Source: an optimization exercise on an open RTL-to-GDS flow (aim: small area, a short achievable clock period and few clock cycles). Production flows keep margins and buffers that such runs may drop. Only simulation tests tie the RTL to the original design; equivalence was not proved. The clock port is modelled as an ideal driver; clocking choices that lean on that would not hold on a real chip. Power figures rest on the tool's default switching activity, not on a simulated workload.

===== design.v =====
`default_nettype none
package fixed_arith_pkg;
  localparam int FIX_W  = 16;
  localparam int FRAC_W = 8;
  localparam int PROD_W = 32;  
  localparam logic [31:0] REG_OP_A      = 32'h00;
  localparam logic [31:0] REG_OP_B      = 32'h04;
  localparam logic [31:0] REG_SUM       = 32'h08;
  localparam logic [31:0] REG_PROD      = 32'h0C;
  localparam logic [31:0] REG_PROD_FULL = 32'h10;
  localparam logic [1:0] RESP_OKAY = 2'b00;
  typedef logic [FIX_W-1:0] fix_t;
  typedef struct packed {
    fix_t a;  
    fix_t b;  
  } fix_operands_t;
  typedef struct packed {
    fix_t sum;
    logic overflow;  
  } add_result_t;
  typedef struct packed {
    logic [PROD_W-1:0] full;
    fix_t              product;  
    logic              overflow;
    logic              precision_lost;
  } mul_result_t;
endpackage
`default_nettype wire
`default_nettype none
`timescale 1ns/10ps
module fixed_add_unit
(
  input  logic [fixed_arith_pkg::FIX_W-1:0] a,
  input  logic [fixed_arith_pkg::FIX_W-1:0] b,
  output fixed_arith_pkg::add_result_t      add_res
);
  assign {add_res.overflow, add_res.sum} = {1'b0, a} + {1'b0, b};
endmodule
`default_nettype wire
`default_nettype none
`timescale 1ns/10ps
module fixed_mul_unit
(
  input  logic        clk,
  input  logic [15:0] a,
  input  logic [15:0] b,
  input  logic [7:0]  bone,   
  input  logic [7:0]  btwo,   
  output logic [31:0] p,
  output logic        ovf,   
  output logic        prec   
);
  logic bo0, bt0, bn0, bp0_0, bp0_1, bp0_2, bp0_3, bp0_4, bp0_5, bp0_6;
  logic bp0_7, bp0_8, bp0_9, bp0_10, bp0_11, bp0_12, bp0_13, bp0_14, bp0_15, bp0_16;
  logic bs0, bo1, bt1, bn1, bp1_0, bp1_1, bp1_2, bp1_3, bp1_4, bp1_5;
  logic bp1_6, bp1_7, bp1_8, bp1_9, bp1_10, bp1_11, bp1_12, bp1_13, bp1_14, bp1_15;
  logic bp1_16, bs1, bo2, bt2, bn2, bp2_0, bp2_1, bp2_2, bp2_3, bp2_4;
  logic bp2_5, bp2_6, bp2_7, bp2_8, bp2_9, bp2_10, bp2_11, bp2_12, bp2_13, bp2_14;
  logic bp2_15, bp2_16, bs2, bo3, bt3, bn3, bp3_0, bp3_1, bp3_2, bp3_3;
  logic bp3_4, bp3_5, bp3_6, bp3_7, bp3_8, bp3_9, bp3_10, bp3_11, bp3_12, bp3_13;
  logic bp3_14, bp3_15, bp3_16, bs3, bo4, bt4, bn4, bp4_0, bp4_1, bp4_2;
  logic bp4_3, bp4_4, bp4_5, bp4_6, bp4_7, bp4_8, bp4_9, bp4_10, bp4_11, bp4_12;
  logic bp4_13, bp4_14, bp4_15, bp4_16, bs4, bo5, bt5, bn5, bp5_0, bp5_1;
  logic bp5_2, bp5_3, bp5_4, bp5_5, bp5_6, bp5_7, bp5_8, bp5_9, bp5_10, bp5_11;
  logic bp5_12, bp5_13, bp5_14, bp5_15, bp5_16, bs5, bo6, bt6, bn6, bp6_0;
  logic bp6_1, bp6_2, bp6_3, bp6_4, bp6_5, bp6_6, bp6_7, bp6_8, bp6_9, bp6_10;
  logic bp6_11, bp6_12, bp6_13, bp6_14, bp6_15, bp6_16, bs6, bo7, bt7, bn7;
  logic bp7_0, bp7_1, bp7_2, bp7_3, bp7_4, bp7_5, bp7_6, bp7_7, bp7_8, bp7_9;
  logic bp7_10, bp7_11, bp7_12, bp7_13, bp7_14, bp7_15, bp7_16, bs7, bp8_0, bp8_1;
  logic bp8_2, bp8_3, bp8_4, bp8_5, bp8_6, bp8_7, bp8_8, bp8_9, bp8_10, bp8_11;
  logic bp8_12, bp8_13, bp8_14, bp8_15, hs0, hc0, hs1, hc1, fs0, fc0;
  logic hs2, hc2, fs1, fc1, hs3, hc3, fs2, fc2, fs3, fc3;
  logic hs4, hc4, fs4, fc4, fs5, fc5, hs5, hc5, fs6, fc6;
  logic fs7, fc7, fs8, fc8, fs9, fc9, fs10, fc10, fs11, fc11;
  logic fs12, fc12, fs13, fc13, fs14, fc14, fs15, fc15, fs16, fc16;
  logic fs17, fc17, fs18, fc18, fs19, fc19, hs6, hc6, fs20, fc20;
  logic fs21, fc21, fs22, fc22, hs7, hc7, fs23, fc23, hs8, hc8;
  logic hs9, hc9, hs10, hc10, fs24, fc24, hs11, hc11, fs25, fc25;
  logic hs12, hc12, fs26, fc26, fs27, fc27, fs28, fc28, fs29, fc29;
  logic fs30, fc30, fs31, fc31, fs32, fc32, fs33, fc33, fs34, fc34;
  logic fs35, fc35, fs36, fc36, fs37, fc37, fs38, fc38, fs39, fc39;
  logic fs40, fc40, fs41, fc41, fs42, fc42, fs43, fc43, fs44, fc44;
  logic fs45, fc45, fs46, fc46, fs47, fc47, fs48, fc48, fs49, fc49;
  logic fs50, fc50, fs51, fc51, fs52, fc52, fs53, fc53, fs54, fc54;
  logic fs55, fc55, fs56, fc56, fs57, fc57, fs58, fc58, hs13, hc13;
  logic fs59, fc59, hs14, hc14, hs15, hc15, hs16, hc16, fs60, fc60;
  logic fs61, fc61, fs62, fc62, fs63, fc63, fs64, fc64, fs65, fc65;
  logic fs66, fc66, fs67, fc67, fs68, fc68, fs69, fc69, fs70, fc70;
  logic fs71, fc71, fs72, fc72, fs73, fc73, fs74, fc74, fs75, fc75;
  logic fs76, fc76, fs77, fc77, fs78, fc78, fs79, fc79, fs80, fc80;
  logic fs81, fc81, fs82, fc82, fs83, fc83, hs17, hc17, fs84, fc84;
  logic fs85, fc85, fs86, fc86, fs87, fc87, fs88, fc88, fs89, fc89;
  logic fs90, fc90;
  logic [31:0] r0_q;
  logic [31:0] r1_q;
  logic [31:0] r2_q;
  logic hs18, hc18, fs91, fc91, fs92, fc92, fs93, fc93, fs94, fc94;
  logic fs95, fc95, fs96, fc96, fs97, fc97, fs98, fc98, fs99, fc99;
  logic fs100, fc100, fs101, fc101, fs102, fc102, fs103, fc103, fs104, fc104;
  logic fs105, fc105, fs106, fc106, fs107, fc107, fs108, fc108, fs109, fc109;
  logic fs110, fc110, fs111, fc111, fs112, fc112;
  logic [31:0] x, y;
  assign bo0 = bone[0];
  assign bt0 = btwo[0];
  assign bn0 = b[1];
  assign bp0_0 = ((bo0 & a[0])) ^ bn0;
  assign bp0_1 = ((bo0 & a[1]) | (bt0 & a[0])) ^ bn0;
  assign bp0_2 = ((bo0 & a[2]) | (bt0 & a[1])) ^ bn0;
  assign bp0_3 = ((bo0 & a[3]) | (bt0 & a[2])) ^ bn0;
  assign bp0_4 = ((bo0 & a[4]) | (bt0 & a[3])) ^ bn0;
  assign bp0_5 = ((bo0 & a[5]) | (bt0 & a[4])) ^ bn0;
  assign bp0_6 = ((bo0 & a[6]) | (bt0 & a[5])) ^ bn0;
  assign bp0_7 = ((bo0 & a[7]) | (bt0 & a[6])) ^ bn0;
  assign bp0_8 = ((bo0 & a[8]) | (bt0 & a[7])) ^ bn0;
  assign bp0_9 = ((bo0 & a[9]) | (bt0 & a[8])) ^ bn0;
  assign bp0_10 = ((bo0 & a[10]) | (bt0 & a[9])) ^ bn0;
  assign bp0_11 = ((bo0 & a[11]) | (bt0 & a[10])) ^ bn0;
  assign bp0_12 = ((bo0 & a[12]) | (bt0 & a[11])) ^ bn0;
  assign bp0_13 = ((bo0 & a[13]) | (bt0 & a[12])) ^ bn0;
  assign bp0_14 = ((bo0 & a[14]) | (bt0 & a[13])) ^ bn0;
  assign bp0_15 = ((bo0 & a[15]) | (bt0 & a[14])) ^ bn0;
  assign bp0_16 = ((bt0 & a[15])) ^ bn0;
  assign bs0 = ~bn0;
  assign bo1 = bone[1];
  assign bt1 = btwo[1];
  assign bn1 = b[3];
  assign bp1_0 = ((bo1 & a[0])) ^ bn1;
  assign bp1_1 = ((bo1 & a[1]) | (bt1 & a[0])) ^ bn1;
  assign bp1_2 = ((bo1 & a[2]) | (bt1 & a[1])) ^ bn1;
  assign bp1_3 = ((bo1 & a[3]) | (bt1 & a[2])) ^ bn1;
  assign bp1_4 = ((bo1 & a[4]) | (bt1 & a[3])) ^ bn1;
  assign bp1_5 = ((bo1 & a[5]) | (bt1 & a[4])) ^ bn1;
  assign bp1_6 = ((bo1 & a[6]) | (bt1 & a[5])) ^ bn1;
  assign bp1_7 = ((bo1 & a[7]) | (bt1 & a[6])) ^ bn1;
  assign bp1_8 = ((bo1 & a[8]) | (bt1 & a[7])) ^ bn1;
  assign bp1_9 = ((bo1 & a[9]) | (bt1 & a[8])) ^ bn1;
  assign bp1_10 = ((bo1 & a[10]) | (bt1 & a[9])) ^ bn1;
  assign bp1_11 = ((bo1 & a[11]) | (bt1 & a[10])) ^ bn1;
  assign bp1_12 = ((bo1 & a[12]) | (bt1 & a[11])) ^ bn1;
  assign bp1_13 = ((bo1 & a[13]) | (bt1 & a[12])) ^ bn1;
  assign bp1_14 = ((bo1 & a[14]) | (bt1 & a[13])) ^ bn1;
  assign bp1_15 = ((bo1 & a[15]) | (bt1 & a[14])) ^ bn1;
  assign bp1_16 = ((bt1 & a[15])) ^ bn1;
  assign bs1 = ~bn1;
  assign bo2 = bone[2];
  assign bt2 = btwo[2];
  assign bn2 = b[5];
  assign bp2_0 = ((bo2 & a[0])) ^ bn2;
  assign bp2_1 = ((bo2 & a[1]) | (bt2 & a[0])) ^ bn2;
  assign bp2_2 = ((bo2 & a[2]) | (bt2 & a[1])) ^ bn2;
  assign bp2_3 = ((bo2 & a[3]) | (bt2 & a[2])) ^ bn2;
  assign bp2_4 = ((bo2 & a[4]) | (bt2 & a[3])) ^ bn2;
  assign bp2_5 = ((bo2 & a[5]) | (bt2 & a[4])) ^ bn2;
  assign bp2_6 = ((bo2 & a[6]) | (bt2 & a[5])) ^ bn2;
  assign bp2_7 = ((bo2 & a[7]) | (bt2 & a[6])) ^ bn2;
  assign bp2_8 = ((bo2 & a[8]) | (bt2 & a[7])) ^ bn2;
  assign bp2_9 = ((bo2 & a[9]) | (bt2 & a[8])) ^ bn2;
  assign bp2_10 = ((bo2 & a[10]) | (bt2 & a[9])) ^ bn2;
  assign bp2_11 = ((bo2 & a[11]) | (bt2 & a[10])) ^ bn2;
  assign bp2_12 = ((bo2 & a[12]) | (bt2 & a[11])) ^ bn2;
  assign bp2_13 = ((bo2 & a[13]) | (bt2 & a[12])) ^ bn2;
  assign bp2_14 = ((bo2 & a[14]) | (bt2 & a[13])) ^ bn2;
  assign bp2_15 = ((bo2 & a[15]) | (bt2 & a[14])) ^ bn2;
  assign bp2_16 = ((bt2 & a[15])) ^ bn2;
  assign bs2 = ~bn2;
  assign bo3 = bone[3];
  assign bt3 = btwo[3];
  assign bn3 = b[7];
  assign bp3_0 = ((bo3 & a[0])) ^ bn3;
  assign bp3_1 = ((bo3 & a[1]) | (bt3 & a[0])) ^ bn3;
  assign bp3_2 = ((bo3 & a[2]) | (bt3 & a[1])) ^ bn3;
  assign bp3_3 = ((bo3 & a[3]) | (bt3 & a[2])) ^ bn3;
  assign bp3_4 = ((bo3 & a[4]) | (bt3 & a[3])) ^ bn3;
  assign bp3_5 = ((bo3 & a[5]) | (bt3 & a[4])) ^ bn3;
  assign bp3_6 = ((bo3 & a[6]) | (bt3 & a[5])) ^ bn3;
  assign bp3_7 = ((bo3 & a[7]) | (bt3 & a[6])) ^ bn3;
  assign bp3_8 = ((bo3 & a[8]) | (bt3 & a[7])) ^ bn3;
  assign bp3_9 = ((bo3 & a[9]) | (bt3 & a[8])) ^ bn3;
  assign bp3_10 = ((bo3 & a[10]) | (bt3 & a[9])) ^ bn3;
  assign bp3_11 = ((bo3 & a[11]) | (bt3 & a[10])) ^ bn3;
  assign bp3_12 = ((bo3 & a[12]) | (bt3 & a[11])) ^ bn3;
  assign bp3_13 = ((bo3 & a[13]) | (bt3 & a[12])) ^ bn3;
  assign bp3_14 = ((bo3 & a[14]) | (bt3 & a[13])) ^ bn3;
  assign bp3_15 = ((bo3 & a[15]) | (bt3 & a[14])) ^ bn3;
  assign bp3_16 = ((bt3 & a[15])) ^ bn3;
  assign bs3 = ~bn3;
  assign bo4 = bone[4];
  assign bt4 = btwo[4];
  assign bn4 = b[9];
  assign bp4_0 = ((bo4 & a[0])) ^ bn4;
  assign bp4_1 = ((bo4 & a[1]) | (bt4 & a[0])) ^ bn4;
  assign bp4_2 = ((bo4 & a[2]) | (bt4 & a[1])) ^ bn4;
  assign bp4_3 = ((bo4 & a[3]) | (bt4 & a[2])) ^ bn4;
  assign bp4_4 = ((bo4 & a[4]) | (bt4 & a[3])) ^ bn4;
  assign bp4_5 = ((bo4 & a[5]) | (bt4 & a[4])) ^ bn4;
  assign bp4_6 = ((bo4 & a[6]) | (bt4 & a[5])) ^ bn4;
  assign bp4_7 = ((bo4 & a[7]) | (bt4 & a[6])) ^ bn4;
  assign bp4_8 = ((bo4 & a[8]) | (bt4 & a[7])) ^ bn4;
  assign bp4_9 = ((bo4 & a[9]) | (bt4 & a[8])) ^ bn4;
  assign bp4_10 = ((bo4 & a[10]) | (bt4 & a[9])) ^ bn4;
  assign bp4_11 = ((bo4 & a[11]) | (bt4 & a[10])) ^ bn4;
  assign bp4_12 = ((bo4 & a[12]) | (bt4 & a[11])) ^ bn4;
  assign bp4_13 = ((bo4 & a[13]) | (bt4 & a[12])) ^ bn4;
  assign bp4_14 = ((bo4 & a[14]) | (bt4 & a[13])) ^ bn4;
  assign bp4_15 = ((bo4 & a[15]) | (bt4 & a[14])) ^ bn4;
  assign bp4_16 = ((bt4 & a[15])) ^ bn4;
  assign bs4 = ~bn4;
  assign bo5 = bone[5];
  assign bt5 = btwo[5];
  assign bn5 = b[11];
  assign bp5_0 = ((bo5 & a[0])) ^ bn5;
  assign bp5_1 = ((bo5 & a[1]) | (bt5 & a[0])) ^ bn5;
  assign bp5_2 = ((bo5 & a[2]) | (bt5 & a[1])) ^ bn5;
  assign bp5_3 = ((bo5 & a[3]) | (bt5 & a[2])) ^ bn5;
  assign bp5_4 = ((bo5 & a[4]) | (bt5 & a[3])) ^ bn5;
  assign bp5_5 = ((bo5 & a[5]) | (bt5 & a[4])) ^ bn5;
  assign bp5_6 = ((bo5 & a[6]) | (bt5 & a[5])) ^ bn5;
  assign bp5_7 = ((bo5 & a[7]) | (bt5 & a[6])) ^ bn5;
  assign bp5_8 = ((bo5 & a[8]) | (bt5 & a[7])) ^ bn5;
  assign bp5_9 = ((bo5 & a[9]) | (bt5 & a[8])) ^ bn5;
  assign bp5_10 = ((bo5 & a[10]) | (bt5 & a[9])) ^ bn5;
  assign bp5_11 = ((bo5 & a[11]) | (bt5 & a[10])) ^ bn5;
  assign bp5_12 = ((bo5 & a[12]) | (bt5 & a[11])) ^ bn5;
  assign bp5_13 = ((bo5 & a[13]) | (bt5 & a[12])) ^ bn5;
  assign bp5_14 = ((bo5 & a[14]) | (bt5 & a[13])) ^ bn5;
  assign bp5_15 = ((bo5 & a[15]) | (bt5 & a[14])) ^ bn5;
  assign bp5_16 = ((bt5 & a[15])) ^ bn5;
  assign bs5 = ~bn5;
  assign bo6 = bone[6];
  assign bt6 = btwo[6];
  assign bn6 = b[13];
  assign bp6_0 = ((bo6 & a[0])) ^ bn6;
  assign bp6_1 = ((bo6 & a[1]) | (bt6 & a[0])) ^ bn6;
  assign bp6_2 = ((bo6 & a[2]) | (bt6 & a[1])) ^ bn6;
  assign bp6_3 = ((bo6 & a[3]) | (bt6 & a[2])) ^ bn6;
  assign bp6_4 = ((bo6 & a[4]) | (bt6 & a[3])) ^ bn6;
  assign bp6_5 = ((bo6 & a[5]) | (bt6 & a[4])) ^ bn6;
  assign bp6_6 = ((bo6 & a[6]) | (bt6 & a[5])) ^ bn6;
  assign bp6_7 = ((bo6 & a[7]) | (bt6 & a[6])) ^ bn6;
  assign bp6_8 = ((bo6 & a[8]) | (bt6 & a[7])) ^ bn6;
  assign bp6_9 = ((bo6 & a[9]) | (bt6 & a[8])) ^ bn6;
  assign bp6_10 = ((bo6 & a[10]) | (bt6 & a[9])) ^ bn6;
  assign bp6_11 = ((bo6 & a[11]) | (bt6 & a[10])) ^ bn6;
  assign bp6_12 = ((bo6 & a[12]) | (bt6 & a[11])) ^ bn6;
  assign bp6_13 = ((bo6 & a[13]) | (bt6 & a[12])) ^ bn6;
  assign bp6_14 = ((bo6 & a[14]) | (bt6 & a[13])) ^ bn6;
  assign bp6_15 = ((bo6 & a[15]) | (bt6 & a[14])) ^ bn6;
  assign bp6_16 = ((bt6 & a[15])) ^ bn6;
  assign bs6 = ~bn6;
  assign bo7 = bone[7];
  assign bt7 = btwo[7];
  assign bn7 = b[15];
  assign bp7_0 = ((bo7 & a[0])) ^ bn7;
  assign bp7_1 = ((bo7 & a[1]) | (bt7 & a[0])) ^ bn7;
  assign bp7_2 = ((bo7 & a[2]) | (bt7 & a[1])) ^ bn7;
  assign bp7_3 = ((bo7 & a[3]) | (bt7 & a[2])) ^ bn7;
  assign bp7_4 = ((bo7 & a[4]) | (bt7 & a[3])) ^ bn7;
  assign bp7_5 = ((bo7 & a[5]) | (bt7 & a[4])) ^ bn7;
  assign bp7_6 = ((bo7 & a[6]) | (bt7 & a[5])) ^ bn7;
  assign bp7_7 = ((bo7 & a[7]) | (bt7 & a[6])) ^ bn7;
  assign bp7_8 = ((bo7 & a[8]) | (bt7 & a[7])) ^ bn7;
  assign bp7_9 = ((bo7 & a[9]) | (bt7 & a[8])) ^ bn7;
  assign bp7_10 = ((bo7 & a[10]) | (bt7 & a[9])) ^ bn7;
  assign bp7_11 = ((bo7 & a[11]) | (bt7 & a[10])) ^ bn7;
  assign bp7_12 = ((bo7 & a[12]) | (bt7 & a[11])) ^ bn7;
  assign bp7_13 = ((bo7 & a[13]) | (bt7 & a[12])) ^ bn7;
  assign bp7_14 = ((bo7 & a[14]) | (bt7 & a[13])) ^ bn7;
  assign bp7_15 = ((bo7 & a[15]) | (bt7 & a[14])) ^ bn7;
  assign bp7_16 = ((bt7 & a[15])) ^ bn7;
  assign bs7 = ~bn7;
  assign bp8_0 = a[0] & b[15];
  assign bp8_1 = a[1] & b[15];
  assign bp8_2 = a[2] & b[15];
  assign bp8_3 = a[3] & b[15];
  assign bp8_4 = a[4] & b[15];
  assign bp8_5 = a[5] & b[15];
  assign bp8_6 = a[6] & b[15];
  assign bp8_7 = a[7] & b[15];
  assign bp8_8 = a[8] & b[15];
  assign bp8_9 = a[9] & b[15];
  assign bp8_10 = a[10] & b[15];
  assign bp8_11 = a[11] & b[15];
  assign bp8_12 = a[12] & b[15];
  assign bp8_13 = a[13] & b[15];
  assign bp8_14 = a[14] & b[15];
  assign bp8_15 = a[15] & b[15];
  assign hs0 = bn5 ^ bp0_10;
  assign hc0 = bn5 & bp0_10;
  assign hs1 = bp0_11 ^ bp1_9;
  assign hc1 = bp0_11 & bp1_9;
  fixed_fa u_fs0 (.x(bn6), .y(bp0_12), .z(bp1_10), .s(fs0), .c(fc0));
  assign hs2 = bp2_8 ^ bp3_6;
  assign hc2 = bp2_8 & bp3_6;
  fixed_fa u_fs1 (.x(bp0_13), .y(bp1_11), .z(bp2_9), .s(fs1), .c(fc1));
  assign hs3 = bp3_7 ^ bp4_5;
  assign hc3 = bp3_7 & bp4_5;
  fixed_fa u_fs2 (.x(bn7), .y(bp0_14), .z(bp1_12), .s(fs2), .c(fc2));
  fixed_fa u_fs3 (.x(bp2_10), .y(bp3_8), .z(bp4_6), .s(fs3), .c(fc3));
  assign hs4 = bp5_4 ^ bp6_2;
  assign hc4 = bp5_4 & bp6_2;
  fixed_fa u_fs4 (.x(bp0_15), .y(bp1_13), .z(bp2_11), .s(fs4), .c(fc4));
  fixed_fa u_fs5 (.x(bp3_9), .y(bp4_7), .z(bp5_5), .s(fs5), .c(fc5));
  assign hs5 = bp6_3 ^ bp7_1;
  assign hc5 = bp6_3 & bp7_1;
  fixed_fa u_fs6 (.x(bp8_0), .y(bp0_16), .z(bp1_14), .s(fs6), .c(fc6));
  fixed_fa u_fs7 (.x(bp2_12), .y(bp3_10), .z(bp4_8), .s(fs7), .c(fc7));
  fixed_fa u_fs8 (.x(bp5_6), .y(bp6_4), .z(bp7_2), .s(fs8), .c(fc8));
  fixed_fa u_fs9 (.x(bn0), .y(bp8_1), .z(bp1_15), .s(fs9), .c(fc9));
  fixed_fa u_fs10 (.x(bp2_13), .y(bp3_11), .z(bp4_9), .s(fs10), .c(fc10));
  fixed_fa u_fs11 (.x(bp5_7), .y(bp6_5), .z(bp7_3), .s(fs11), .c(fc11));
  fixed_fa u_fs12 (.x(bn0), .y(bp8_2), .z(bp1_16), .s(fs12), .c(fc12));
  fixed_fa u_fs13 (.x(bp2_14), .y(bp3_12), .z(bp4_10), .s(fs13), .c(fc13));
  fixed_fa u_fs14 (.x(bp5_8), .y(bp6_6), .z(bp7_4), .s(fs14), .c(fc14));
  fixed_fa u_fs15 (.x(bs0), .y(bs1), .z(bp8_3), .s(fs15), .c(fc15));
  fixed_fa u_fs16 (.x(bp2_15), .y(bp3_13), .z(bp4_11), .s(fs16), .c(fc16));
  fixed_fa u_fs17 (.x(bp5_9), .y(bp6_7), .z(bp7_5), .s(fs17), .c(fc17));
  fixed_fa u_fs18 (.x(1'b1), .y(bp8_4), .z(bp2_16), .s(fs18), .c(fc18));
  fixed_fa u_fs19 (.x(bp3_14), .y(bp4_12), .z(bp5_10), .s(fs19), .c(fc19));
  assign hs6 = bp6_8 ^ bp7_6;
  assign hc6 = bp6_8 & bp7_6;
  fixed_fa u_fs20 (.x(bs2), .y(bp8_5), .z(bp3_15), .s(fs20), .c(fc20));
  fixed_fa u_fs21 (.x(bp4_13), .y(bp5_11), .z(bp6_9), .s(fs21), .c(fc21));
  fixed_fa u_fs22 (.x(1'b1), .y(bp8_6), .z(bp3_16), .s(fs22), .c(fc22));
  assign hs7 = bp4_14 ^ bp5_12;
  assign hc7 = bp4_14 & bp5_12;
  fixed_fa u_fs23 (.x(bs3), .y(bp8_7), .z(bp4_15), .s(fs23), .c(fc23));
  assign hs8 = 1'b1 ^ bp8_8;
  assign hc8 = 1'b1 & bp8_8;
  assign hs9 = bn3 ^ bp0_6;
  assign hc9 = bn3 & bp0_6;
  assign hs10 = bp0_7 ^ bp1_5;
  assign hc10 = bp0_7 & bp1_5;
  fixed_fa u_fs24 (.x(bn4), .y(bp0_8), .z(bp1_6), .s(fs24), .c(fc24));
  assign hs11 = bp2_4 ^ bp3_2;
  assign hc11 = bp2_4 & bp3_2;
  fixed_fa u_fs25 (.x(bp0_9), .y(bp1_7), .z(bp2_5), .s(fs25), .c(fc25));
  assign hs12 = bp3_3 ^ bp4_1;
  assign hc12 = bp3_3 & bp4_1;
  fixed_fa u_fs26 (.x(bp1_8), .y(bp2_6), .z(bp3_4), .s(fs26), .c(fc26));
  fixed_fa u_fs27 (.x(bp4_2), .y(bp5_0), .z(hs0), .s(fs27), .c(fc27));
  fixed_fa u_fs28 (.x(bp2_7), .y(bp3_5), .z(bp4_3), .s(fs28), .c(fc28));
  fixed_fa u_fs29 (.x(bp5_1), .y(hc0), .z(hs1), .s(fs29), .c(fc29));
  fixed_fa u_fs30 (.x(bp4_4), .y(bp5_2), .z(bp6_0), .s(fs30), .c(fc30));
  fixed_fa u_fs31 (.x(hc1), .y(hs2), .z(fs0), .s(fs31), .c(fc31));
  fixed_fa u_fs32 (.x(bp5_3), .y(bp6_1), .z(hc2), .s(fs32), .c(fc32));
  fixed_fa u_fs33 (.x(hs3), .y(fc0), .z(fs1), .s(fs33), .c(fc33));
  fixed_fa u_fs34 (.x(bp7_0), .y(hc3), .z(hs4), .s(fs34), .c(fc34));
  fixed_fa u_fs35 (.x(fc1), .y(fs2), .z(fs3), .s(fs35), .c(fc35));
  fixed_fa u_fs36 (.x(hc4), .y(hs5), .z(fc2), .s(fs36), .c(fc36));
  fixed_fa u_fs37 (.x(fc3), .y(fs4), .z(fs5), .s(fs37), .c(fc37));
  fixed_fa u_fs38 (.x(hc5), .y(fc4), .z(fc5), .s(fs38), .c(fc38));
  fixed_fa u_fs39 (.x(fs6), .y(fs7), .z(fs8), .s(fs39), .c(fc39));
  fixed_fa u_fs40 (.x(fc6), .y(fc7), .z(fc8), .s(fs40), .c(fc40));
  fixed_fa u_fs41 (.x(fs9), .y(fs10), .z(fs11), .s(fs41), .c(fc41));
  fixed_fa u_fs42 (.x(fc9), .y(fc10), .z(fc11), .s(fs42), .c(fc42));
  fixed_fa u_fs43 (.x(fs12), .y(fs13), .z(fs14), .s(fs43), .c(fc43));
  fixed_fa u_fs44 (.x(fs15), .y(fc12), .z(fc13), .s(fs44), .c(fc44));
  fixed_fa u_fs45 (.x(fc14), .y(fs16), .z(fs17), .s(fs45), .c(fc45));
  fixed_fa u_fs46 (.x(fc15), .y(hs6), .z(fc16), .s(fs46), .c(fc46));
  fixed_fa u_fs47 (.x(fc17), .y(fs18), .z(fs19), .s(fs47), .c(fc47));
  fixed_fa u_fs48 (.x(bp7_7), .y(hc6), .z(fc18), .s(fs48), .c(fc48));
  fixed_fa u_fs49 (.x(fc19), .y(fs20), .z(fs21), .s(fs49), .c(fc49));
  fixed_fa u_fs50 (.x(bp6_10), .y(bp7_8), .z(hs7), .s(fs50), .c(fc50));
  fixed_fa u_fs51 (.x(fc20), .y(fc21), .z(fs22), .s(fs51), .c(fc51));
  fixed_fa u_fs52 (.x(bp5_13), .y(bp6_11), .z(bp7_9), .s(fs52), .c(fc52));
  fixed_fa u_fs53 (.x(hc7), .y(fc22), .z(fs23), .s(fs53), .c(fc53));
  fixed_fa u_fs54 (.x(hs8), .y(bp4_16), .z(bp5_14), .s(fs54), .c(fc54));
  fixed_fa u_fs55 (.x(bp6_12), .y(bp7_10), .z(fc23), .s(fs55), .c(fc55));
  fixed_fa u_fs56 (.x(bs4), .y(bp8_9), .z(hc8), .s(fs56), .c(fc56));
  fixed_fa u_fs57 (.x(bp5_15), .y(bp6_13), .z(bp7_11), .s(fs57), .c(fc57));
  fixed_fa u_fs58 (.x(1'b1), .y(bp8_10), .z(bp5_16), .s(fs58), .c(fc58));
  assign hs13 = bp6_14 ^ bp7_12;
  assign hc13 = bp6_14 & bp7_12;
  fixed_fa u_fs59 (.x(bs5), .y(bp8_11), .z(bp6_15), .s(fs59), .c(fc59));
  assign hs14 = 1'b1 ^ bp8_12;
  assign hc14 = 1'b1 & bp8_12;
  assign hs15 = bn2 ^ bp0_4;
  assign hc15 = bn2 & bp0_4;
  assign hs16 = bp0_5 ^ bp1_3;
  assign hc16 = bp0_5 & bp1_3;
  fixed_fa u_fs60 (.x(bp1_4), .y(bp2_2), .z(bp3_0), .s(fs60), .c(fc60));
  fixed_fa u_fs61 (.x(bp2_3), .y(bp3_1), .z(hc9), .s(fs61), .c(fc61));
  fixed_fa u_fs62 (.x(bp4_0), .y(hc10), .z(hs11), .s(fs62), .c(fc62));
  fixed_fa u_fs63 (.x(hc11), .y(hs12), .z(fc24), .s(fs63), .c(fc63));
  fixed_fa u_fs64 (.x(hc12), .y(fc25), .z(fs26), .s(fs64), .c(fc64));
  fixed_fa u_fs65 (.x(fc26), .y(fs28), .z(fc27), .s(fs65), .c(fc65));
  fixed_fa u_fs66 (.x(fc28), .y(fs30), .z(fc29), .s(fs66), .c(fc66));
  fixed_fa u_fs67 (.x(fc30), .y(fs32), .z(fc31), .s(fs67), .c(fc67));
  fixed_fa u_fs68 (.x(fc32), .y(fs34), .z(fc33), .s(fs68), .c(fc68));
  fixed_fa u_fs69 (.x(fc34), .y(fc35), .z(fs36), .s(fs69), .c(fc69));
  fixed_fa u_fs70 (.x(fc36), .y(fc37), .z(fs38), .s(fs70), .c(fc70));
  fixed_fa u_fs71 (.x(fc38), .y(fc39), .z(fs40), .s(fs71), .c(fc71));
  fixed_fa u_fs72 (.x(fc40), .y(fc41), .z(fs42), .s(fs72), .c(fc72));
  fixed_fa u_fs73 (.x(fc42), .y(fc43), .z(fs44), .s(fs73), .c(fc73));
  fixed_fa u_fs74 (.x(fc44), .y(fc45), .z(fs46), .s(fs74), .c(fc74));
  fixed_fa u_fs75 (.x(fc46), .y(fc47), .z(fs48), .s(fs75), .c(fc75));
  fixed_fa u_fs76 (.x(fs50), .y(fc48), .z(fc49), .s(fs76), .c(fc76));
  fixed_fa u_fs77 (.x(fs52), .y(fc50), .z(fc51), .s(fs77), .c(fc77));
  fixed_fa u_fs78 (.x(fc52), .y(fs54), .z(fc53), .s(fs78), .c(fc78));
  fixed_fa u_fs79 (.x(fs56), .y(fc54), .z(fs57), .s(fs79), .c(fc79));
  fixed_fa u_fs80 (.x(fc56), .y(hs13), .z(fc57), .s(fs80), .c(fc80));
  fixed_fa u_fs81 (.x(bp7_13), .y(hc13), .z(fc58), .s(fs81), .c(fc81));
  fixed_fa u_fs82 (.x(hs14), .y(bp6_16), .z(bp7_14), .s(fs82), .c(fc82));
  fixed_fa u_fs83 (.x(bs6), .y(bp8_13), .z(hc14), .s(fs83), .c(fc83));
  assign hs17 = 1'b1 ^ bp8_14;
  assign hc17 = 1'b1 & bp8_14;
  fixed_fa u_fs84 (.x(bn1), .y(bp0_2), .z(bp1_0), .s(fs84), .c(fc84));
  fixed_fa u_fs85 (.x(fs58), .y(fc79), .z(fs80), .s(fs85), .c(fc85));
  fixed_fa u_fs86 (.x(fs59), .y(fc80), .z(fs81), .s(fs86), .c(fc86));
  fixed_fa u_fs87 (.x(fc59), .y(fs82), .z(fc81), .s(fs87), .c(fc87));
  fixed_fa u_fs88 (.x(bp7_15), .y(fs83), .z(fc82), .s(fs88), .c(fc88));
  fixed_fa u_fs89 (.x(hs17), .y(bp7_16), .z(fc83), .s(fs89), .c(fc89));
  fixed_fa u_fs90 (.x(bs7), .y(bp8_15), .z(hc17), .s(fs90), .c(fc90));
  always_ff @(posedge clk)
  begin
    r0_q[0] <= bn0;
    r1_q[0] <= bp0_0;
    r0_q[1] <= bp0_1;
    r0_q[2] <= fs84;
    r0_q[3] <= bp0_3;
    r1_q[3] <= bp1_1;
    r2_q[3] <= fc84;
    r0_q[4] <= bp1_2;
    r1_q[4] <= bp2_0;
    r2_q[4] <= hs15;
    r0_q[5] <= bp2_1;
    r1_q[5] <= hc15;
    r2_q[5] <= hs16;
    r0_q[6] <= hc16;
    r1_q[6] <= hs9;
    r2_q[6] <= fs60;
    r0_q[7] <= hs10;
    r1_q[7] <= fc60;
    r2_q[7] <= fs61;
    r0_q[8] <= fs24;
    r1_q[8] <= fc61;
    r2_q[8] <= fs62;
    r0_q[9] <= fs25;
    r1_q[9] <= fc62;
    r2_q[9] <= fs63;
    r0_q[10] <= fs27;
    r1_q[10] <= fc63;
    r2_q[10] <= fs64;
    r0_q[11] <= fs29;
    r1_q[11] <= fc64;
    r2_q[11] <= fs65;
    r0_q[12] <= fs31;
    r1_q[12] <= fc65;
    r2_q[12] <= fs66;
    r0_q[13] <= fs33;
    r1_q[13] <= fc66;
    r2_q[13] <= fs67;
    r0_q[14] <= fs35;
    r1_q[14] <= fc67;
    r2_q[14] <= fs68;
    r0_q[15] <= fs37;
    r1_q[15] <= fc68;
    r2_q[15] <= fs69;
    r0_q[16] <= fs39;
    r1_q[16] <= fc69;
    r2_q[16] <= fs70;
    r0_q[17] <= fs41;
    r1_q[17] <= fc70;
    r2_q[17] <= fs71;
    r0_q[18] <= fs43;
    r1_q[18] <= fc71;
    r2_q[18] <= fs72;
    r0_q[19] <= fs45;
    r1_q[19] <= fc72;
    r2_q[19] <= fs73;
    r0_q[20] <= fs47;
    r1_q[20] <= fc73;
    r2_q[20] <= fs74;
    r0_q[21] <= fs49;
    r1_q[21] <= fc74;
    r2_q[21] <= fs75;
    r0_q[22] <= fs51;
    r1_q[22] <= fc75;
    r2_q[22] <= fs76;
    r0_q[23] <= fs53;
    r1_q[23] <= fc76;
    r2_q[23] <= fs77;
    r0_q[24] <= fs55;
    r1_q[24] <= fc77;
    r2_q[24] <= fs78;
    r0_q[25] <= fc55;
    r1_q[25] <= fs79;
    r2_q[25] <= fc78;
    r0_q[26] <= fs85;
    r0_q[27] <= fc85;
    r1_q[27] <= fs86;
    r0_q[28] <= fc86;
    r1_q[28] <= fs87;
    r0_q[29] <= fs88;
    r1_q[29] <= fc87;
    r0_q[30] <= fs89;
    r1_q[30] <= fc88;
    r0_q[31] <= fs90;
    r1_q[31] <= fc89;
  end
  assign r1_q[1] = 1'b0;
  assign r1_q[2] = 1'b0;
  assign r1_q[26] = 1'b0;
  assign r2_q[0] = 1'b0;
  assign r2_q[1] = 1'b0;
  assign r2_q[2] = 1'b0;
  assign r2_q[26] = 1'b0;
  assign r2_q[27] = 1'b0;
  assign r2_q[28] = 1'b0;
  assign r2_q[29] = 1'b0;
  assign r2_q[30] = 1'b0;
  assign r2_q[31] = 1'b0;
  assign hs18 = r0_q[3] ^ r1_q[3];
  assign hc18 = r0_q[3] & r1_q[3];
  fixed_fa u_fs91 (.x(r0_q[4]), .y(r1_q[4]), .z(r2_q[4]), .s(fs91), .c(fc91));
  fixed_fa u_fs92 (.x(r0_q[5]), .y(r1_q[5]), .z(r2_q[5]), .s(fs92), .c(fc92));
  fixed_fa u_fs93 (.x(r0_q[6]), .y(r1_q[6]), .z(r2_q[6]), .s(fs93), .c(fc93));
  fixed_fa u_fs94 (.x(r0_q[7]), .y(r1_q[7]), .z(r2_q[7]), .s(fs94), .c(fc94));
  fixed_fa u_fs95 (.x(r0_q[8]), .y(r1_q[8]), .z(r2_q[8]), .s(fs95), .c(fc95));
  fixed_fa u_fs96 (.x(r0_q[9]), .y(r1_q[9]), .z(r2_q[9]), .s(fs96), .c(fc96));
  fixed_fa u_fs97 (.x(r0_q[10]), .y(r1_q[10]), .z(r2_q[10]), .s(fs97), .c(fc97));
  fixed_fa u_fs98 (.x(r0_q[11]), .y(r1_q[11]), .z(r2_q[11]), .s(fs98), .c(fc98));
  fixed_fa u_fs99 (.x(r0_q[12]), .y(r1_q[12]), .z(r2_q[12]), .s(fs99), .c(fc99));
  fixed_fa u_fs100 (.x(r0_q[13]), .y(r1_q[13]), .z(r2_q[13]), .s(fs100), .c(fc100));
  fixed_fa u_fs101 (.x(r0_q[14]), .y(r1_q[14]), .z(r2_q[14]), .s(fs101), .c(fc101));
  fixed_fa u_fs102 (.x(r0_q[15]), .y(r1_q[15]), .z(r2_q[15]), .s(fs102), .c(fc102));
  fixed_fa u_fs103 (.x(r0_q[16]), .y(r1_q[16]), .z(r2_q[16]), .s(fs103), .c(fc103));
  fixed_fa u_fs104 (.x(r0_q[17]), .y(r1_q[17]), .z(r2_q[17]), .s(fs104), .c(fc104));
  fixed_fa u_fs105 (.x(r0_q[18]), .y(r1_q[18]), .z(r2_q[18]), .s(fs105), .c(fc105));
  fixed_fa u_fs106 (.x(r0_q[19]), .y(r1_q[19]), .z(r2_q[19]), .s(fs106), .c(fc106));
  fixed_fa u_fs107 (.x(r0_q[20]), .y(r1_q[20]), .z(r2_q[20]), .s(fs107), .c(fc107));
  fixed_fa u_fs108 (.x(r0_q[21]), .y(r1_q[21]), .z(r2_q[21]), .s(fs108), .c(fc108));
  fixed_fa u_fs109 (.x(r0_q[22]), .y(r1_q[22]), .z(r2_q[22]), .s(fs109), .c(fc109));
  fixed_fa u_fs110 (.x(r0_q[23]), .y(r1_q[23]), .z(r2_q[23]), .s(fs110), .c(fc110));
  fixed_fa u_fs111 (.x(r0_q[24]), .y(r1_q[24]), .z(r2_q[24]), .s(fs111), .c(fc111));
  fixed_fa u_fs112 (.x(r0_q[25]), .y(r1_q[25]), .z(r2_q[25]), .s(fs112), .c(fc112));
  assign x[0] = r0_q[0];
  assign y[0] = r1_q[0];
  assign x[1] = r0_q[1];
  assign y[1] = 1'b0;
  assign x[2] = r0_q[2];
  assign y[2] = 1'b0;
  assign x[3] = r2_q[3];
  assign y[3] = hs18;
  assign x[4] = hc18;
  assign y[4] = fs91;
  assign x[5] = fc91;
  assign y[5] = fs92;
  assign x[6] = fc92;
  assign y[6] = fs93;
  assign x[7] = fc93;
  assign y[7] = fs94;
  assign x[8] = fc94;
  assign y[8] = fs95;
  assign x[9] = fc95;
  assign y[9] = fs96;
  assign x[10] = fc96;
  assign y[10] = fs97;
  assign x[11] = fc97;
  assign y[11] = fs98;
  assign x[12] = fc98;
  assign y[12] = fs99;
  assign x[13] = fc99;
  assign y[13] = fs100;
  assign x[14] = fc100;
  assign y[14] = fs101;
  assign x[15] = fc101;
  assign y[15] = fs102;
  assign x[16] = fc102;
  assign y[16] = fs103;
  assign x[17] = fc103;
  assign y[17] = fs104;
  assign x[18] = fc104;
  assign y[18] = fs105;
  assign x[19] = fc105;
  assign y[19] = fs106;
  assign x[20] = fc106;
  assign y[20] = fs107;
  assign x[21] = fc107;
  assign y[21] = fs108;
  assign x[22] = fc108;
  assign y[22] = fs109;
  assign x[23] = fc109;
  assign y[23] = fs110;
  assign x[24] = fc110;
  assign y[24] = fs111;
  assign x[25] = fc111;
  assign y[25] = fs112;
  assign x[26] = r0_q[26];
  assign y[26] = fc112;
  assign x[27] = r0_q[27];
  assign y[27] = r1_q[27];
  assign x[28] = r0_q[28];
  assign y[28] = r1_q[28];
  assign x[29] = r0_q[29];
  assign y[29] = r1_q[29];
  assign x[30] = r0_q[30];
  assign y[30] = r1_q[30];
  assign x[31] = r0_q[31];
  assign y[31] = r1_q[31];
  logic [7:0]  z;
  assign p = x + y;
  assign z[0] = p[24];
  assign z[7:1] = (x[31:25] ^ y[31:25]) ^ (x[30:24] | y[30:24]);
  assign ovf  = |z;
  assign prec = |p[7:0];
endmodule
`default_nettype wire
`default_nettype none
module fixed_fa
(
  input  logic x,
  input  logic y,
  input  logic z,
  output logic s,
  output logic c
);
  assign s = x ^ y ^ z;
  assign c = (x & y) | (x & z) | (y & z);
endmodule
`default_nettype wire
`default_nettype none
`timescale 1ns/10ps
module axil_fixed_regs
#(
  parameter int ADDR_W = 5
)
(
  input  logic              clk,
  input  logic              rst_n,
  input  logic [ADDR_W-1:0] awaddr,
  input  logic              awvalid,
  output logic              awready,
  input  logic [31:0]       wdata,
  input  logic [3:0]        wstrb,
  input  logic              wvalid,
  output logic              wready,
  output logic [1:0]        bresp,
  output logic              bvalid,
  input  logic              bready,
  input  logic [ADDR_W-1:0] araddr,
  input  logic              arvalid,
  output logic              arready,
  output logic [31:0]       rdata,
  output logic [1:0]        rresp,
  output logic              rvalid,
  input  logic              rready,
  output fixed_arith_pkg::fix_operands_t operands,
  output logic [7:0]        b_one,      
  output logic [7:0]        b_two,      
  input  fixed_arith_pkg::add_result_t   add_res,
  input  logic [fixed_arith_pkg::PROD_W-1:0] prod,
  input  logic              prod_ovf,   
  input  logic              prod_prec   
);
  logic        wr_fire;
  logic        wr_op_a;
  logic        wr_op_b;
  logic        wr_op_q;
  logic        wr_b_lo;
  logic        wr_b_hi;
  logic [15:0] b_next;
  logic [16:0] bw;        
  logic [16:0] bn;        
  logic [7:0]  one_w;
  logic [7:0]  two_w;
  logic        one_n4;
  logic        two_n4;
  logic        rd_fire;
  logic [31:0] rd_map;
  assign awready = ~bvalid;
  assign wready  = ~bvalid;
  assign wr_fire = awvalid & wvalid & ~bvalid;
  assign wr_op_a = wr_fire & (awaddr[ADDR_W-1:2] == fixed_arith_pkg::REG_OP_A[ADDR_W-1:2]);
  assign wr_op_b = wr_fire & (awaddr[ADDR_W-1:2] == fixed_arith_pkg::REG_OP_B[ADDR_W-1:2]);
  assign bresp   = fixed_arith_pkg::RESP_OKAY;
  assign wr_b_lo = wr_op_b & wstrb[0];
  assign wr_b_hi = wr_op_b & wstrb[1];
  assign b_next  = {wr_b_hi ? wdata[15:8] : operands.b[15:8], wr_b_lo ? wdata[7:0] : operands.b[7:0]};
  assign bw      = {wdata[15:0], 1'b0};
  assign bn      = {b_next, 1'b0};
  always_comb
  begin
    for (int k = 0; k < 8; k++)
    begin
      one_w[k] = bw[2*k+1] ^ bw[2*k];
      two_w[k] = bw[2*k+2] ? ~(bw[2*k+1] | bw[2*k]) : (bw[2*k+1] & bw[2*k]);
    end
  end
  assign one_n4 = bn[9] ^ bn[8];
  assign two_n4 = bn[10] ? ~(bn[9] | bn[8]) : (bn[9] & bn[8]);
  always_ff @(posedge clk or negedge rst_n)
  begin
    if (!rst_n)
    begin
      bvalid   <= 1'b0;
      wr_op_q  <= 1'b0;
      operands <= '0;
      b_one    <= '0;
      b_two    <= '0;
    end
    else
    begin
      if (wr_fire)
        bvalid <= 1'b1;
      else if (bready)
        bvalid <= 1'b0;
      wr_op_q <= wr_op_a | wr_op_b;
      if (wr_op_a & wstrb[0]) operands.a[7:0]  <= wdata[7:0];
      if (wr_op_a & wstrb[1]) operands.a[15:8] <= wdata[15:8];
      if (wr_op_b & wstrb[0]) operands.b[7:0]  <= wdata[7:0];
      if (wr_op_b & wstrb[1]) operands.b[15:8] <= wdata[15:8];
      if (wr_b_lo)
      begin
        b_one[3:0] <= one_w[3:0];
        b_two[3:0] <= two_w[3:0];
      end
      if (wr_b_hi)
      begin
        b_one[7:5] <= one_w[7:5];
        b_two[7:5] <= two_w[7:5];
      end
      if (wr_b_lo | wr_b_hi)
      begin
        b_one[4] <= one_n4;
        b_two[4] <= two_n4;
      end
    end
  end
  assign arready = ~rvalid & ~wr_op_q;
  assign rd_fire = arvalid & arready;
  assign rresp   = fixed_arith_pkg::RESP_OKAY;
  always_comb
  begin
    case (araddr[ADDR_W-1:2])
      3'd2:    rd_map = {15'd0, add_res.overflow, add_res.sum};
      3'd3:    rd_map = {14'd0, prod_prec, prod_ovf, prod[23:8]};
      3'd4:    rd_map = prod;
      default: rd_map = 32'd0;  
    endcase
  end
  always_ff @(posedge clk or negedge rst_n)
  begin
    if (!rst_n)
      rvalid <= 1'b0;
    else if (rd_fire)
      rvalid <= 1'b1;
    else if (rready)
      rvalid <= 1'b0;
  end
  always_ff @(posedge clk)
  begin
    if (!rvalid)
      rdata <= rd_map;
  end
endmodule
`default_nettype wire
`default_nettype none
`timescale 1ns/10ps
module fixed_arith_top
#(
  parameter int ADDR_W = 5
)
(
  input  logic              clk,
  input  logic              rst_n,
  input  logic [ADDR_W-1:0] awaddr,
  input  logic              awvalid,
  output logic              awready,
  input  logic [31:0]       wdata,
  input  logic [3:0]        wstrb,
  input  logic              wvalid,
  output logic              wready,
  output logic [1:0]        bresp,
  output logic              bvalid,
  input  logic              bready,
  input  logic [ADDR_W-1:0] araddr,
  input  logic              arvalid,
  output logic              arready,
  output logic [31:0]       rdata,
  output logic [1:0]        rresp,
  output logic              rvalid,
  input  logic              rready
);
  fixed_arith_pkg::fix_operands_t     operands;
  fixed_arith_pkg::add_result_t       add_res;
  logic [fixed_arith_pkg::PROD_W-1:0] prod;
  logic                               prod_ovf;
  logic [7:0]                         b_one;
  logic [7:0]                         b_two;
  logic                               prod_prec;
  axil_fixed_regs #(
    .ADDR_W (ADDR_W)
  ) u_regs (
    .clk       (clk),
    .rst_n     (rst_n),
    .awaddr    (awaddr),
    .awvalid   (awvalid),
    .awready   (awready),
    .wdata     (wdata),
    .wstrb     (wstrb),
    .wvalid    (wvalid),
    .wready    (wready),
    .bresp     (bresp),
    .bvalid    (bvalid),
    .bready    (bready),
    .araddr    (araddr),
    .arvalid   (arvalid),
    .arready   (arready),
    .rdata     (rdata),
    .rresp     (rresp),
    .rvalid    (rvalid),
    .rready    (rready),
    .operands  (operands),
    .b_one     (b_one),
    .b_two     (b_two),
    .add_res   (add_res),
    .prod      (prod),
    .prod_ovf  (prod_ovf),
    .prod_prec (prod_prec)
  );
  fixed_add_unit u_add (
    .a       (operands.a),
    .b       (operands.b),
    .add_res (add_res)
  );
  fixed_mul_unit u_mul (
    .clk (clk),
    .a   (operands.a),
    .b    (operands.b),
    .bone (b_one),
    .btwo (b_two),
    .p    (prod),
    .ovf  (prod_ovf),
    .prec (prod_prec)
  );
endmodule
`default_nettype wire

===== flow/run.sh =====
#!/bin/bash
# The standard layout with two changes:
#  - the smallest plain buffer on each port, in place of the delay buffer
#    ORFS's buffer_ports picks by default;
#  - after CTS, useful clock skew between the multiplier's pipeline stages
#    (flow/skew.tcl): the operand registers get their clock early and the
#    rdata registers late. Then the standard flow goes on from global routing.
set -euo pipefail
here=$(pwd)
res=$here/orfs/results/sky130hd/fixed_arith_top/base
bufs="BUFFER_PORTS_ARGS=-buffer_cell sky130_fd_sc_hd__buf_1"
source flow/skew.env
bash standard.sh "$bufs" SETUP_SLACK_MARGIN=$MARGIN_CTS cts > standard_cts.log 2>&1
cp $res/4_cts.odb $here/4_cts_noskew.odb
ODB_IN=$here/4_cts_noskew.odb SDC_IN=$res/4_cts.sdc ODB_OUT=$res/4_cts.odb \
  openroad -no_init -exit flow/skew.tcl > skew.log 2>&1
rm -f $here/4_cts_noskew.odb
bash standard.sh "$bufs" SETUP_SLACK_MARGIN=$MARGIN_ROUTE finish > standard_finish.log 2>&1

===== flow/skew.env =====
# settings of flow/run.sh and flow/skew.tcl
export MARGIN_CTS=2.5
export MARGIN_ROUTE=3.0
export LATE_SPECS='{{u_regs.rdata*} sky130_fd_sc_hd__clkbuf_4 4 8}'
export EARLY_PAT="u_regs.operands* u_regs.b_one* u_regs.b_two*"
export EARLY_BUF=sky130_fd_sc_hd__clkbuf_16
export EARLY_N=2
export CLK_NET=clk

===== flow/skew.tcl =====
set plat $::env(FLOW_HOME)/platforms/sky130hd
read_lef $plat/lef/sky130_fd_sc_hd.tlef
read_lef $plat/lef/sky130_fd_sc_hd_merged.lef
read_liberty $plat/lib/sky130_fd_sc_hd__tt_025C_1v80.lib
read_db $::env(ODB_IN)
read_sdc $::env(SDC_IN)
source $plat/setRC.tcl
set_propagated_clock [all_clocks]
estimate_parasitics -placement
puts "=== before"
report_worst_slack -max
report_worst_slack -min
report_checks -path_delay max -format end -group_path_count 6

set db [ord::get_db]
set block [ord::get_db_block]

proc by_x {a b} { expr {[lindex [$a getLocation] 0] - [lindex [$b getLocation] 0]} }

proc centroid {insts} {
  set sx 0; set sy 0
  foreach i $insts { set loc [$i getLocation]; set sx [expr {$sx + [lindex $loc 0]}]; set sy [expr {$sy + [lindex $loc 1]}] }
  return [list [expr {$sx / [llength $insts]}] [expr {$sy / [llength $insts]}]]
}

proc matches {name pats} {
  foreach p $pats { if {[string match $p $name]} { return 1 } }
  return 0
}

proc regs_matching {block pats} {
  set out {}
  foreach inst [$block getInsts] {
    if {![matches [$inst getName] $pats]} { continue }
    set it [$inst findITerm CLK]
    if {$it == "NULL" || $it == ""} { continue }
    lappend out $inst
  }
  return $out
}

proc add_buf {block master name drvnet x y} {
  set buf [odb::dbInst_create $block $master $name]
  $buf setLocation $x $y
  $buf setPlacementStatus PLACED
  set net [odb::dbNet_create $block "${name}_clk"]
  $net setSigType CLOCK
  [$buf findITerm A] connect $drvnet
  [$buf findITerm X] connect $net
  return $net
}

proc move_clk {insts net} {
  foreach i $insts {
    set it [$i findITerm CLK]
    $it disconnect
    $it connect $net
  }
}

# late registers, grouped by the CTS leaf net that clocks them. LATE_SPECS is
# a list of {patterns buffer chain max_group}: each group of at most max_group
# registers of a leaf net gets a chain of chain buffers.
set k 0
foreach spec $::env(LATE_SPECS) {
  lassign $spec pats bufname chain maxg
  set master [$db findMaster $bufname]
  array unset groups
  array set groups {}
  foreach inst [regs_matching $block $pats] {
    lappend groups([[[$inst findITerm CLK] getNet] getName]) $inst
  }
  foreach netname [lsort [array names groups]] {
    set oldnet [$block findNet $netname]
    set all [lsort -command by_x $groups($netname)]
    set ng [expr {int(ceil(double([llength $all]) / $maxg))}]
    set per [expr {int(ceil(double([llength $all]) / $ng))}]
    for {set g 0} {$g < $ng} {incr g} {
      set insts [lrange $all [expr {$g * $per}] [expr {($g + 1) * $per - 1}]]
      lassign [centroid $insts] x y
      set drv $oldnet
      for {set c 0} {$c < $chain} {incr c} {
        set drv [add_buf $block $master "skew_late_${k}_$c" $drv $x $y]
      }
      move_clk $insts $drv
      puts "late group $k ($pats): [llength $insts] registers from $netname"
      incr k
    }
  }
}

# early registers, split by position among EARLY_N buffers on the port's net
set early [lsort -command by_x [regs_matching $block $::env(EARLY_PAT)]]
set clknet [$block findNet $::env(CLK_NET)]
set n $::env(EARLY_N)
set per [expr {int(ceil(double([llength $early]) / $n))}]
for {set g 0} {$g < $n} {incr g} {
  set grp [lrange $early [expr {$g * $per}] [expr {($g + 1) * $per - 1}]]
  if {[llength $grp] == 0} { continue }
  lassign [centroid $grp] x y
  set net [add_buf $block [$db findMaster $::env(EARLY_BUF)] "skew_early_$g" $clknet $x $y]
  move_clk $grp $net
  puts "early group $g: [llength $grp] registers"
}

global_connect
detailed_placement
check_placement
estimate_parasitics -placement
puts "=== after"
report_worst_slack -max
report_worst_slack -min
report_checks -path_delay max -format end -group_path_count 6
report_clock_skew
write_db $::env(ODB_OUT)

===== standard.sh =====
#!/bin/bash
# synth_recipe.tcl (not shown) runs the flow's synth.tcl, then flattens the netlist and writes it again
# the make line also repeats each setting of config.mk as NAME=value (left out here)
make -C /OpenROAD-flow-scripts/flow DESIGN_CONFIG=/design/flow/config.mk WORK_HOME=/design/flow/orfs CLKGATE_MAP_FILE= SYNTH_SCRIPT=/design/flow/synth_recipe.tcl "${@:-finish}"

===== config.mk =====
export PLATFORM = sky130hd
export DESIGN_NAME = fixed_arith_top
export DESIGN_NICKNAME = fixed_arith_top
export VERILOG_FILES = /design/flow/design.v
export SDC_FILE = /design/flow/constraint.sdc
export NUM_CORES = 4
export LEC_CHECK = 0
export CAP_MARGIN = 20
export CORE_MARGIN = 2
export CORE_UTILIZATION = 65
export SETUP_SLACK_MARGIN = 2.5
export SLEW_MARGIN = 20
export SYNTH_HIERARCHICAL = 1
export SYNTH_MINIMUM_KEEP_SIZE = 0

===== constraint.sdc =====
create_clock -name core_clock -period 5.5 [get_ports {clk}]
set_input_delay 1.1000 -clock core_clock [delete_from_list [all_inputs] [get_ports {clk}]]
set_output_delay 1.1000 -clock core_clock [all_outputs]
set_load 0.01 [all_outputs]

==> impl_metrics.py, run 1 <==
metrics = {
    "status": {
        "status": "complete, no violations",
    },
    "logic_synthesis": {
        "synth-seq-cells": 166,
        "synthArstFlopShare_pct": 30.12,
        "synth_compound_area_share_pct": 16.67,
        "synth_top_family_by_area": "adder cells",
        "synthAdderAreaFrac_pct": 24.64,
        "synthMuxAreaShare_pct": 3.891,
        "yosys_warnings": 20,
        "synth_xor_area_share_pct": 11.79,
        "synth_flop_cell": "dfxtp_1",
        "synth.avg_cell_area_sq_um": 10.32,
        "synth-edff-count": 32,
        "yosys.area_share.simple_pct": 8.587,
        "synthCells": 1296,
        "synth.distinct_cells": 78,
        "synth_seq_area_share_pct": 29.11,
        "syn-cell-area_sq_mm": 0.01338,
    },
    "drt": {
        "viasPerCell": 6.262,
        "routedWlPerCell_um": 20.88,
        "ant_nets": 0,
        "drtIter0Drc": 963,
        "post-route-drc-count": 0,
        "routed_wl_mm": 33.52,
        "vias": 10050,
        "drt-pass1-iter-count": 6,
    },
    "setup_path": {
        "r2r-start": "u_mul.r1_q[10]",
        "crit_type": "reg -> reg",
        "cp-end-kind": "flop",
        "critPathLaunch": "u_mul.r1_q[10]",
        "r2r-end": "u_regs.rdata[16]",
        "endpoint": "u_regs.rdata[16]",
        "startpoint_type": "flop",
        "worstPathRequired_ns": 6.24,
        "reg2reg_depth": 10,
        "r2r_slack_ns": 2.91,
        "crit_fanout": 7,
        "cp.arrival_ns": 3.32,
    },
    "sta": {
        "relSlewSlack_pct": 59.04,
        "clock.fmax_mhz": 386.7,
        "hold_viol": 0,
        "setup_violations": 0,
        "drv_slew": 0,
        "setup_tns_ns": 0,
        "period_share_pct": 47.02,
        "setup_ws_ns": 2.914,
        "worstMarginPinSlew_ns": 0.6144,
        "skew_ns": 0.7607,
        "fin_crit_ns": 2.586,
        "holdWs_ns": 0.2244,
        "rsz0062_at_grt": "true",
    },
    "cts": {
        "cts_buffers": 17,
        "cts_max_path_buffers": 2,
        "clk_pin_slew_ns": 0.06,
        "cts_tree": "done",
        "cts_htree_levels": 4,
        "clk_latency_ns": 0.91,
        "ctsRootBufferMaster": "clkbuf_16",
        "cts.sinks": 166,
    },
    "global_routing": {
        "grt_pass1_vias": 10170,
        "grt_pass1_wl_mm": 53.96,
        "grt.total_usage_pct": 31.92,
        "grt_max_degree": 51,
        "antenna_found_initial": 0,
        "grt.overflow.total": 0,
    },
    "placement": {
        "port_buffers": 67,
        "placed_area_sq_mm": 0.01360,
        "pre_cts_ws_ns": 2.175,
        "hpwl_mm": 22.72,
        "place_inst": 1535,
        "place_congestion": 0.9052,
    },
    "pwr": {
        "power.total_mw": 10.45,
        "ir_drop_mv": 0.4327,
        "powerDensity_mw_per_mm2": 705.3,
        "leakage_nw": 6.139,
    },
    "layout": {
        "layout-drive-gt1-share_pct": 16.78,
        "final_area_sq_mm": 0.01482,
        "final_util_pct": 73.23,
        "fin_nets": 1570,
        "fin_cells": 1605,
        "areaGrowthSynthToFinish_pct": 10.78,
        "diodes": 0,
    },
    "floorplanning": {
        "start_util_pct": 66.10,
        "core_sq_mm": 0.02023,
        "dieHeight_um": 147.5,
        "row_count": 52,
        "ios": 94,
        "die_area_sq_mm": 0.02174,
        "fp.dieW_um": 147.5,
    },
    "min_path": {
        "min_path_type": "reg -> reg",
        "min_path_cells": 3,
    },
    "flow_run": {
        "maxCapViolCount": 0,
    },
}
-- power breakdown --
part | total (mW) | switching [mW] | internal [mW]
Combinational | 6.66 | 3.78 | 2.88
Clock | 1.53 | 0.597 | 0.937
Sequential | 2.26 | 0.496 | 1.77
-- cells by family after synthesis --
logic type                 after synthesis
DFF                                    166
buffers and inverters                  171
adders and majority gates              195
muxes                                   49
xor gates and xnor gates               180
and+or+nand+nor                        223
other                                    2
AOI/OAI and AO/OA                      310
-- Yosys stat by module, one instance, submodules excluded, a selection --
module	times used	cells inside
fixed_fa	113	1
fixed_mul_unit	1	770
fixed_add_unit	1	110
-- routing by layer --
metal,global-route usage (%),vias to the layer above,routed length [um]
li1,-,4566,-
met5,0,-,0
met4,12.07,0,697
met2,49.16,484,15610
met3,6.173,70,2539
met1,45.25,4931,14670
-- Yosys cell counts, types with 11 or more instances --
library cell,count,area share [%]
fa_1,114,17
buf_2,25,0.94
clkbuf_1,83,2.3
nand3_1,11,0.41
xor2_1,23,1.5
dfxtp_1,84,13
ha_1,81,7.6
nand2_1,96,2.7
mux2_2,24,2.0
and2_1,31,1.4
a21oi_1,34,1.3
a22oi_1,120,6.7
nor2_1,21,0.59
mux2i_1,25,1.9
a21o_1,16,0.90
o21ai_0,53,2.0
dfrtp_1,50,9.4
edfxtp_1,32,7.2
inv_1,53,1.5
xnor2_1,157,10
-- sequential cells by signal, summed over array words and instances, names as in the netlist --
name             cells
u_mul.r0_q          32
u_mul.r1_q          29
u_mul.r2_q          23
u_regs.b_one         8
u_regs.b_two         8
u_regs.bvalid        1
u_regs.operands     31
u_regs.rdata        32
u_regs.rvalid        1
u_regs.wr_op_q       1
-- critical path, cell delays in order (launching register included) --
cell and delay (ns):
dfxtp_1 0.31, fa_1 0.56, ha_4 0.37, and2_1 0.22
nand3_2 0.15, o211ai_4 0.27, nand2_1 0.13, o221ai_2 0.26
mux2i_2 0.31, mux2i_1 0.13, o21ai_2 0.17
-- placed cells by master (no fill, tap or decap), types with 24 or more instances in the layout --
| cell type | instances |
|---|---|
| mux2_2 | 24 |
| a21oi_1 | 33 |
| fa_1 | 112 |
| nand2_1 | 94 |
| o21ai_0 | 49 |
| inv_1 | 53 |
| dfrtp_2 | 30 |
| dfxtp_1 | 83 |
| xnor2_1 | 156 |
| mux2i_1 | 24 |
| edfxtp_1 | 32 |
| buf_4 | 24 |
| and2_1 | 31 |
| buf_1 | 44 |
| clkbuf_4 | 24 |
| ha_1 | 66 |
| a22oi_1 | 120 |
-- final cells by class --
type	count	area, sq um
Fill cell	1475	5418
Timing Repair Buffer	94	494.2
Clock inverter	14	162.7
Sequential cell	166	3944
Buffer	26	230.2
Tap cell	270	337.8
Clock buffer	18	429.2
Multi-Input combinational cell	964	9020
Inverter	53	198.9
-- timing repair --
item                       CTS  global route
hold buffers                 0             0
gates resized for setup     15            91
setup endpoints to repair   11            88
buffers inserted             6             6
pin swaps                    6            14
cloned                       0             0
-- worst min path at each step --
stage                        from            endpoint  slack [ns]
2_1_floorplan     u_regs.b_two[4]     u_regs.b_two[4]        0.45
6_report            u_mul.r1_q[0]     u_regs.rdata[0]        0.22
4_1_cts        u_regs.operands[4]  u_regs.operands[4]        0.56
5_1_grt             u_mul.r1_q[0]     u_regs.rdata[0]        0.24
3_5_place_dp   u_regs.operands[2]  u_regs.operands[2]        0.53
3_3_place_gp   u_regs.operands[2]  u_regs.operands[2]        0.52
Testbench counts, summed over its fixed seeds: cycles 7,706.
==> run 2: changes to the inputs <==
--- a/flow/skew.env
+++ b/flow/skew.env
@@ -1,3 +1,3 @@
 # settings of flow/run.sh and flow/skew.tcl
-export MARGIN_CTS=2.5
+export MARGIN_CTS=2.2
 export MARGIN_ROUTE=3.0
--- a/config.mk
+++ b/config.mk
@@ -10,2 +10,3 @@
 export CORE_UTILIZATION = 65
+export CTS_BUF_LIST = sky130_fd_sc_hd__clkbuf_8
 export SETUP_SLACK_MARGIN = 2.5
==> impl_metrics.py, run 2 <==
metrics = {
    "status": {
        "status": "complete, no violations",
    },
    "min_path": {
        "min_path_cells": 3,
        "min_path_type": "reg -> reg",
    },
    "logic_synthesis": {
        "synth.avg_cell_area_sq_um": 10.32,
        "synth_seq_area_share_pct": 29.11,
        "synth-seq-cells": 166,
        "synth_common_cells": "xnor2_1, a22oi_1, fa_1",
        "synth.area.top_cells": "fa_1, dfxtp_1, xnor2_1",
        "yosys.area.top_type": "fa_1",
        "synth.distinct_cells": 78,
        "synthArstFlopShare_pct": 30.12,
        "synth_flop_cell": "dfxtp_1",
        "yosys_warnings": 20,
        "syn-cell-area_sq_mm": 0.01338,
        "synthCells": 1296,
        "synth-edff-count": 32,
        "yosysMostFrequentCell": "xnor2_1",
        "synth_top_area_share_pct": 17.06,
    },
    "pwr": {
        "ir_drop_mv": 0.3338,
        "leakage_nw": 6.092,
        "powerDensity_mw_per_mm2": 702.8,
        "power.total_mw": 10.32,
    },
    "cts": {
        "cts_htree_levels": 4,
        "cts_tree": "done",
        "clk_pin_slew_ns": 0.09,
        "cts_max_path_buffers": 2,
        "cts.sinks": 166,
        "ctsRootBufferMaster": "clkbuf_8",
        "cts_buffers": 17,
        "clk_latency_ns": 0.95,
        "postCtsHoldBufs": 0,
    },
    "setup_path": {
        "cp-end-kind": "flop",
        "crit_type": "reg -> reg",
        "reg2reg_depth": 9,
        "cpMostUsedCell": "a21oi_1",
        "cpMaxStageDelayCell": "fa_1",
        "cp.arrival_ns": 3.43,
        "startpoint_type": "flop",
        "worst-path-stages": 9,
        "worstPathRequired_ns": 6.27,
        "path_buf_inv": 0,
        "max_stage_delay_ns": 0.51,
        "crit_family": "compound AO/OA/AOI/OAI gates",
        "path_cells": "fa_1 > ha_1 > a21oi_1 > o21ai_0 > a21oi_1 > o221ai_2 > mux2i_2 > mux2i_1 > o21ai_2",
        "crit_fanout": 5,
    },
    "sta": {
        "hold_viol": 0,
        "drv_slew": 0,
        "setup_tns_ns": 0,
        "worstMarginPinSlew_ns": 0.6182,
        "setup_ws_ns": 2.839,
        "setup_violations": 0,
        "period_share_pct": 48.38,
        "skew_ns": 0.7965,
        "fin_crit_ns": 2.661,
        "clock.fmax_mhz": 375.8,
        "rsz0062_at_grt": "true",
        "relSlewSlack_pct": 58.78,
    },
    "floorplanning": {
        "core_sq_mm": 0.02023,
        "dieHeight_um": 147.5,
        "ios": 94,
        "row_count": 52,
        "start_util_pct": 66.10,
        "die_area_sq_mm": 0.02174,
        "fp.dieW_um": 147.5,
    },
    "placement": {
        "hpwl_mm": 22.72,
        "place_congestion": 0.9052,
        "port_buffers": 67,
        "pre_cts_ws_ns": 2.175,
        "place_inst": 1535,
    },
    "drt": {
        "vias": 9929,
        "drt-pass1-iter-count": 5,
        "routedWlPerCell_um": 20.83,
        "drtIter0Drc": 919,
        "ant_nets": 0,
        "viasPerCell": 6.175,
        "routed_wl_mm": 33.50,
        "post-route-drc-count": 0,
    },
    "layout": {
        "fin_nets": 1573,
        "areaGrowthSynthToFinish_pct": 9.804,
        "largest_registers": "u_mul.r0_q: 32 flops, u_regs.rdata: 32 flops, u_regs.operands: 31 flops",
        "layout_commonest_cell": "xnor2_1",
        "most-common-layout-cells": "xnor2_1, a22oi_1, fa_1",
        "fin_cells": 1608,
        "layout-drive-gt1-share_pct": 17.34,
        "diodes": 0,
    },
    "flow_run": {
        "maxCapViolCount": 0,
    },
    "global_routing": {
        "grt.overflow.total": 0,
        "grt.total_usage_pct": 31.47,
        "grt_pass1_vias": 10080,
        "grt_pass1_wl_mm": 53.31,
        "antenna_found_initial": 0,
        "grt_max_degree": 51,
    },
}
run 2: stage by stage:
step                cell area (sq um)  hold WS [ns]  util, %
floorplan                       13390        0.4454        -
global placement                13600        0.5243    67.20
detailed placement              13600        0.5273    67.20
CTS                             14000        0.5618    69.18
global route                    14690        0.2363    72.58
finish                          14690        0.2201    72.58
run 2: cell type report:
cell class / count / area (sq um)
sequential: 166 / 3936
buffer: 26 / 230.2
timing repair buffer: 97 / 509.2
tap: 270 / 337.8
clock buffer: 17 / 234.0
multi-input combinational: 964 / 9074
clock inverter: 15 / 166.4
inverter: 53 / 198.9
fill: 1510 / 5548
run 2: cell families (layout without fill, tap and decap cells):
family	Yosys count	in the layout	share of synthesized area, %
AOI/OAI and AO/OA	310	310	16.67
xor gates and xnor gates	180	180	11.79
adders and majority gates	195	195	24.64
and+or+nand+nor	223	223	8.588
buffers and inverters	171	208	5.257
muxes	49	49	3.891
DFF	166	166	29.11
other	2	7	0.05615
run 2: path summary, 6_finish.rpt:
check	from	to	slack, ns
worst min-delay path	u_mul.r1_q[0]	u_regs.rdata[0]	0.22
worst min register to register	u_mul.r1_q[0]	u_regs.rdata[0]	0.22
worst max-delay path	u_mul.r1_q[13]	u_regs.rdata[16]	2.84
max in group asynchronous	rst_n	u_regs.b_two[2]	4.01
worst max register to register	u_mul.r1_q[13]	u_regs.rdata[16]	2.84
min in group asynchronous	rst_n	u_regs.rvalid	0.79
run 2: repair_timing:
action | 4_1_cts | 5_1_grt
setup endpoints to repair | 1 | 95
setup buffers | 0 | 15
pin swaps | 0 | 28
resized for setup | 1 | 112
run 2: tightest hold or removal path, cell delays in order (launching register included):
cell	delay [ns]
dfxtp_1	0.32
ha_1	0.15
nand2_1	0.05
o21ai_0	0.07
run 2: routing by layer:
metal	vias to the layer above	share of wire [%]	routed length [um]	GRT usage, %
met5	-	0	0	0
met3	62	7.3	2434	5.123
met4	0	2.2	726	11.35
met1	4851	44	14880	45.09
met2	450	46	15450	48.93
li1	4566	-	-	-
run 2: per-module statistics from Yosys, one instance, submodules excluded, excerpt:
module / area [sq um] / cells
fixed_mul_unit: 6548 / 770
fixed_add_unit: 855.8 / 110
fixed_fa: 20.02 / 1
run 2: power by group:
part | internal [mW] | switching, mW
Clock | 0.672 | 0.553
Combinational | 2.97 | 3.87
Sequential | 1.76 | 0.498
Total | 5.41 | 4.92
